Source: an optimization exercise on an open RTL-to-GDS flow (aim: small area and a short achievable clock period). Production flows keep margins and buffers that such runs may drop. The RTL was checked by simulation tests, not by an equivalence proof against the original design.

run 1:
==> flow/design.v <==
package mem_pkg;
   typedef logic [6-1:0] sram_addr_t;
   function automatic sram_addr_t ptr_next(input sram_addr_t ptr);
      ptr_next = ptr + 1'b1;
   endfunction
endpackage
package stream_pkg;
   typedef logic [16-1:0] sample_t;
   typedef struct packed
   {
      logic    last;    
      sample_t data;
   } buffer_word_t;
endpackage
`timescale 1ns/1ns
module sram_dual_port
#(
   parameter int address_width = 6
)
(
   input  logic                       sram_clock,
   input  logic [7:0]                 wr_lo,    
   input  logic [7:0]                 wr_hi,    
   input  stream_pkg::buffer_word_t   wr_word,
   input  logic [7:0]                 rd_lo,    
   input  logic [7:0]                 rd_hi,    
   output stream_pkg::buffer_word_t   rd_word
);
   localparam int depth = 1 << address_width;
   logic [16:0] ram [0:depth-1];
   always_ff @(posedge sram_clock)
   begin
      for (int i = 0; i < depth; i++)
      begin
         if (wr_hi[i/8] & wr_lo[i%8])
         begin
            ram[i] <= wr_word;
         end
      end
   end
   localparam int W = 16 + 1;
   logic [W-1:0]        grp [0:depth/8-1];
   logic [W-1:0]        rd_next;
   for (genvar k = 0; k < depth/8; k++)
   begin : g_rd
      logic [8*W-1:0] slots;
      for (genvar j = 0; j < 8; j++)
      begin : g_slot
         assign slots[j*W +: W] = ram[k*8 + j];
      end
      sram_read_group read_group_i
      (
         .hi    (rd_hi[k]),
         .lo    (rd_lo),
         .slots (slots),
         .word  (grp[k])
      );
   end
   always_comb
   begin
      rd_next = '0;
      for (int k = 0; k < depth/8; k++)
      begin
         rd_next = rd_next | grp[k];
      end
   end
   always_ff @(posedge sram_clock)
   begin
      rd_word <= rd_next;
   end
endmodule
module sram_read_group
(
   input  logic                          hi,
   input  logic [7:0]                    lo,
   input  logic [8*(16+1)-1:0] slots,
   output logic [16:0]       word
);
   always_comb
   begin
      word = '0;
      for (int j = 0; j < 8; j++)
      begin
         word = word | (slots[j*(16+1) +: (16+1)] & {(16+1){hi & lo[j]}});
      end
   end
endmodule
`timescale 1ns/1ns
module frame_writer
(
   input  logic                 sram_clock,
   input  logic                 rst,
   input  logic                 in_valid,
   input  logic                 in_last,
   input  stream_pkg::sample_t  in_data,
   input  mem_pkg::sram_addr_t  read_ptr,
   output mem_pkg::sram_addr_t  commit_ptr,
   output logic                 frame_dropped,
   output logic [7:0]               mem_wr_lo,
   output logic [7:0]               mem_wr_hi,
   output stream_pkg::buffer_word_t mem_wr_word
);
   mem_pkg::sram_addr_t   wr_ptr;      
   mem_pkg::sram_addr_t   next_ptr;
   logic         discarding;  
   logic         full;
   stream_pkg::buffer_word_t in_word;
   assign next_ptr = mem_pkg::ptr_next(wr_ptr);
   assign full = (next_ptr == read_ptr);
   assign in_word.last = in_last;
   assign in_word.data = in_data;
   assign mem_wr_word = in_word;
   always_ff @(posedge sram_clock)
   begin
      if (rst)
      begin
         wr_ptr        <= '0;
         mem_wr_lo     <= 8'b0000_0001;
         mem_wr_hi     <= 8'b0000_0001;
         commit_ptr    <= '0;
         discarding    <= 1'b0;
         frame_dropped <= 1'b0;
      end
      else
      begin
         frame_dropped <= 1'b0;
         if (in_valid)
         begin
            if (discarding)
            begin
               if (in_last)
               begin
                  discarding <= 1'b0;  
               end
            end
            else if (full)
            begin
               wr_ptr        <= commit_ptr;
               mem_wr_lo     <= 8'b0000_0001 << commit_ptr[2:0];
               mem_wr_hi     <= 8'b0000_0001 << commit_ptr[5:3];
               frame_dropped <= 1'b1;
               discarding    <= !in_last;
            end
            else
            begin
               wr_ptr    <= next_ptr;
               mem_wr_lo <= {mem_wr_lo[6:0], mem_wr_lo[7]};
               if (mem_wr_lo[7])
               begin
                  mem_wr_hi <= {mem_wr_hi[6:0], mem_wr_hi[7]};
               end
               if (in_last)
               begin
                  commit_ptr <= next_ptr;  
               end
            end
         end
      end
   end
endmodule
`timescale 1ns/1ns
module frame_reader
(
   input  logic                 sram_clock,
   input  logic                 rst,
   input  logic                 hold,
   input  mem_pkg::sram_addr_t  commit_ptr,
   output mem_pkg::sram_addr_t  read_ptr,
   output logic                 out_valid,
   output logic                 out_last,
   output stream_pkg::sample_t  out_data,
   output logic [7:0]           mem_rd_lo,
   output logic [7:0]           mem_rd_hi,
   input  stream_pkg::buffer_word_t mem_rd_word
);
   logic fetch;
   logic pending;
   assign pending = (read_ptr != commit_ptr);
   assign fetch = pending && !hold;
   always_ff @(posedge sram_clock)
   begin
      if (rst)
      begin
         read_ptr  <= '0;
         mem_rd_lo <= 8'b0000_0001;
         mem_rd_hi <= 8'b0000_0001;
         out_valid <= 1'b0;
      end
      else
      begin
         out_valid <= fetch;  
         if (fetch)
         begin
            read_ptr  <= mem_pkg::ptr_next(read_ptr);
            mem_rd_lo <= {mem_rd_lo[6:0], mem_rd_lo[7]};
            if (mem_rd_lo[7])
            begin
               mem_rd_hi <= {mem_rd_hi[6:0], mem_rd_hi[7]};
            end
         end
      end
   end
   assign out_data = mem_rd_word.data;
   assign out_last = mem_rd_word.last;
endmodule
`timescale 1ns/1ns
module frame_buffer_top
(
   input  logic                 sram_clock,
   input  logic                 rst,
   input  logic                 in_valid,
   input  logic                 in_last,
   input  logic                 hold,
   input  stream_pkg::sample_t  in_data,
   output logic                 out_valid,
   output logic                 out_last,
   output logic                 frame_dropped,
   output stream_pkg::sample_t  out_data
);
   mem_pkg::sram_addr_t commit_ptr;  
   mem_pkg::sram_addr_t read_ptr;
   logic [7:0]               wr_lo;
   logic [7:0]               wr_hi;
   stream_pkg::buffer_word_t wr_word;
   logic [7:0]               rd_lo;
   logic [7:0]               rd_hi;
   stream_pkg::buffer_word_t rd_word;
   frame_writer frame_writer_i
   (
      .sram_clock    (sram_clock),
      .rst           (rst),
      .in_valid      (in_valid),
      .in_last       (in_last),
      .in_data       (in_data),
      .read_ptr      (read_ptr),
      .commit_ptr    (commit_ptr),
      .frame_dropped (frame_dropped),
      .mem_wr_lo      (wr_lo),
      .mem_wr_hi      (wr_hi),
      .mem_wr_word    (wr_word)
   );
   sram_dual_port
   #(
      .address_width (6)
   )
   sram_dual_port_i
   (
      .sram_clock (sram_clock),
      .wr_lo      (wr_lo),
      .wr_hi      (wr_hi),
      .wr_word    (wr_word),
      .rd_lo      (rd_lo),
      .rd_hi      (rd_hi),
      .rd_word    (rd_word)
   );
   frame_reader frame_reader_i
   (
      .sram_clock (sram_clock),
      .rst        (rst),
      .hold       (hold),
      .commit_ptr (commit_ptr),
      .read_ptr   (read_ptr),
      .out_valid  (out_valid),
      .out_last   (out_last),
      .out_data   (out_data),
      .mem_rd_lo      (rd_lo),
      .mem_rd_hi      (rd_hi),
      .mem_rd_word    (rd_word)
   );
endmodule
clock: 4.0 ns
lec_check: 0
cap_margin: 20
core_margin: 2
core_utilization: 55
cts_cluster_diameter: 60
cts_cluster_size: 30
setup_slack_margin: 2.3
slew_margin: 20
synth_hierarchical: 1
run.sh (not shown) runs the stock make flow with config.mk's settings and CLKGATE_MAP_FILE= SYNTH_SCRIPT=/design/flow/synth_recipe.tcl, a recipe that flattens the netlist after the stock synthesis.
Setup changes, run 1 to run 2
# run 1
export LEC_CHECK = 0
export CAP_MARGIN = 20
export CORE_MARGIN = 2
export CORE_UTILIZATION = 55
export CTS_CLUSTER_DIAMETER = 60
export CTS_CLUSTER_SIZE = 30
export SETUP_SLACK_MARGIN = 2.3
export SLEW_MARGIN = 20
export SYNTH_HIERARCHICAL = 1
create_clock -name core_clock -period 4.0 [get_ports {sram_clock}]
# run 2
export LEC_CHECK = 0
export CAP_MARGIN = 20
export CORE_MARGIN = 2
export CORE_UTILIZATION = 62
export CTS_CLUSTER_DIAMETER = 60
export CTS_CLUSTER_SIZE = 30
export SETUP_SLACK_MARGIN = 2.0
export SLEW_MARGIN = 20
export SYNTH_HIERARCHICAL = 1
create_clock -name core_clock -period 4.0 [get_ports {sram_clock}]
==> comparison <==
Run 2 finished all stages; the layout is clean.
Fraction of the cycle the final worst path needs up 2.0 points in run 2 wrt run 1
Cell area | run 2 vs run 1 | run 2 smaller
The global-route usage number comes out higher for run 1 vs run 2.
The number of well-tap cells placed number comes out lower for run 2 vs run 1.
The sum of met2 wire segment lengths after detailed routing of run 2 falls short of that of run 1 by 7.6%.
Of run 2 and run 1, the run reporting the lower post-cts repair resize count was run 2.
Comparing run 2 and run 1, area inside the core boundary is lower on run 2.
Summary of run 2 over run 1: TritonCTS buffer count saw a decrease, total wirelength of the detailed-routed design saw a decrease, non-clock buffer count saw a decrease, average vias per placed instance saw little to no change.
## Diff of input files: run 3 against run 2
# run 2
export LEC_CHECK = 0
export CAP_MARGIN = 20
export CORE_MARGIN = 2
export CORE_UTILIZATION = 62
export CTS_CLUSTER_DIAMETER = 60
export CTS_CLUSTER_SIZE = 30
export SETUP_SLACK_MARGIN = 2.0
export SLEW_MARGIN = 20
export SYNTH_HIERARCHICAL = 1
create_clock -name core_clock -period 4.0 [get_ports {sram_clock}]
# run 3
export LEC_CHECK = 0
export CAP_MARGIN = 20
export CORE_MARGIN = 2
export CORE_UTILIZATION = 50
export CTS_CLUSTER_DIAMETER = 60
export CTS_CLUSTER_SIZE = 30
export SETUP_SLACK_MARGIN = 2.0
export SLEW_MARGIN = 20
export SYNTH_HIERARCHICAL = 1
create_clock -name core_clock -period 4.0 [get_ports {sram_clock}]
Notes after the runs:
Run 2 leaves less setup margin than run 3.
Compared with run 2, in run 3 clock buffer instance count of the final layout higher; highest achievable clock rate went up by 8.2 MHz.

==> afterwards: timing with drivers on the ports <==
How much do the figures lean on ideal ports? The routed layouts below were timed once more, with nothing changed but the port constraints.
Step 1 sets driving cells, clkbuf_16 on the clock port and buf_2 on the other inputs (assumed; they add their load-dependent delay and slew).
Step 2 adds t to the input delays and takes it off the output delays; t is the mean of the earliest and latest rising clock arrival at the registers after step 1. Input paths then give back, and output paths get back, about the clock's delay inside the block.
Slacks: ideal ports / drivers / drivers and shift; pairs: ideal ports / drivers.
run | t, ns | setup WS [ns] | cell pins on the clock port's net
run 1 | 0.736 | 1.956 / 1.891 / 1.593 | 1
run 2 | 0.710 | 1.877 / 1.877 / 1.400 | 1
run 3 | 0.709 | 1.913 / 1.913 / 1.447 | 1
After both steps setup and hold are still met in every run listed. For run 2, which loses most, drivers alone change the setup slack by 0.000 ns; drivers and shift together by -0.477 ns.
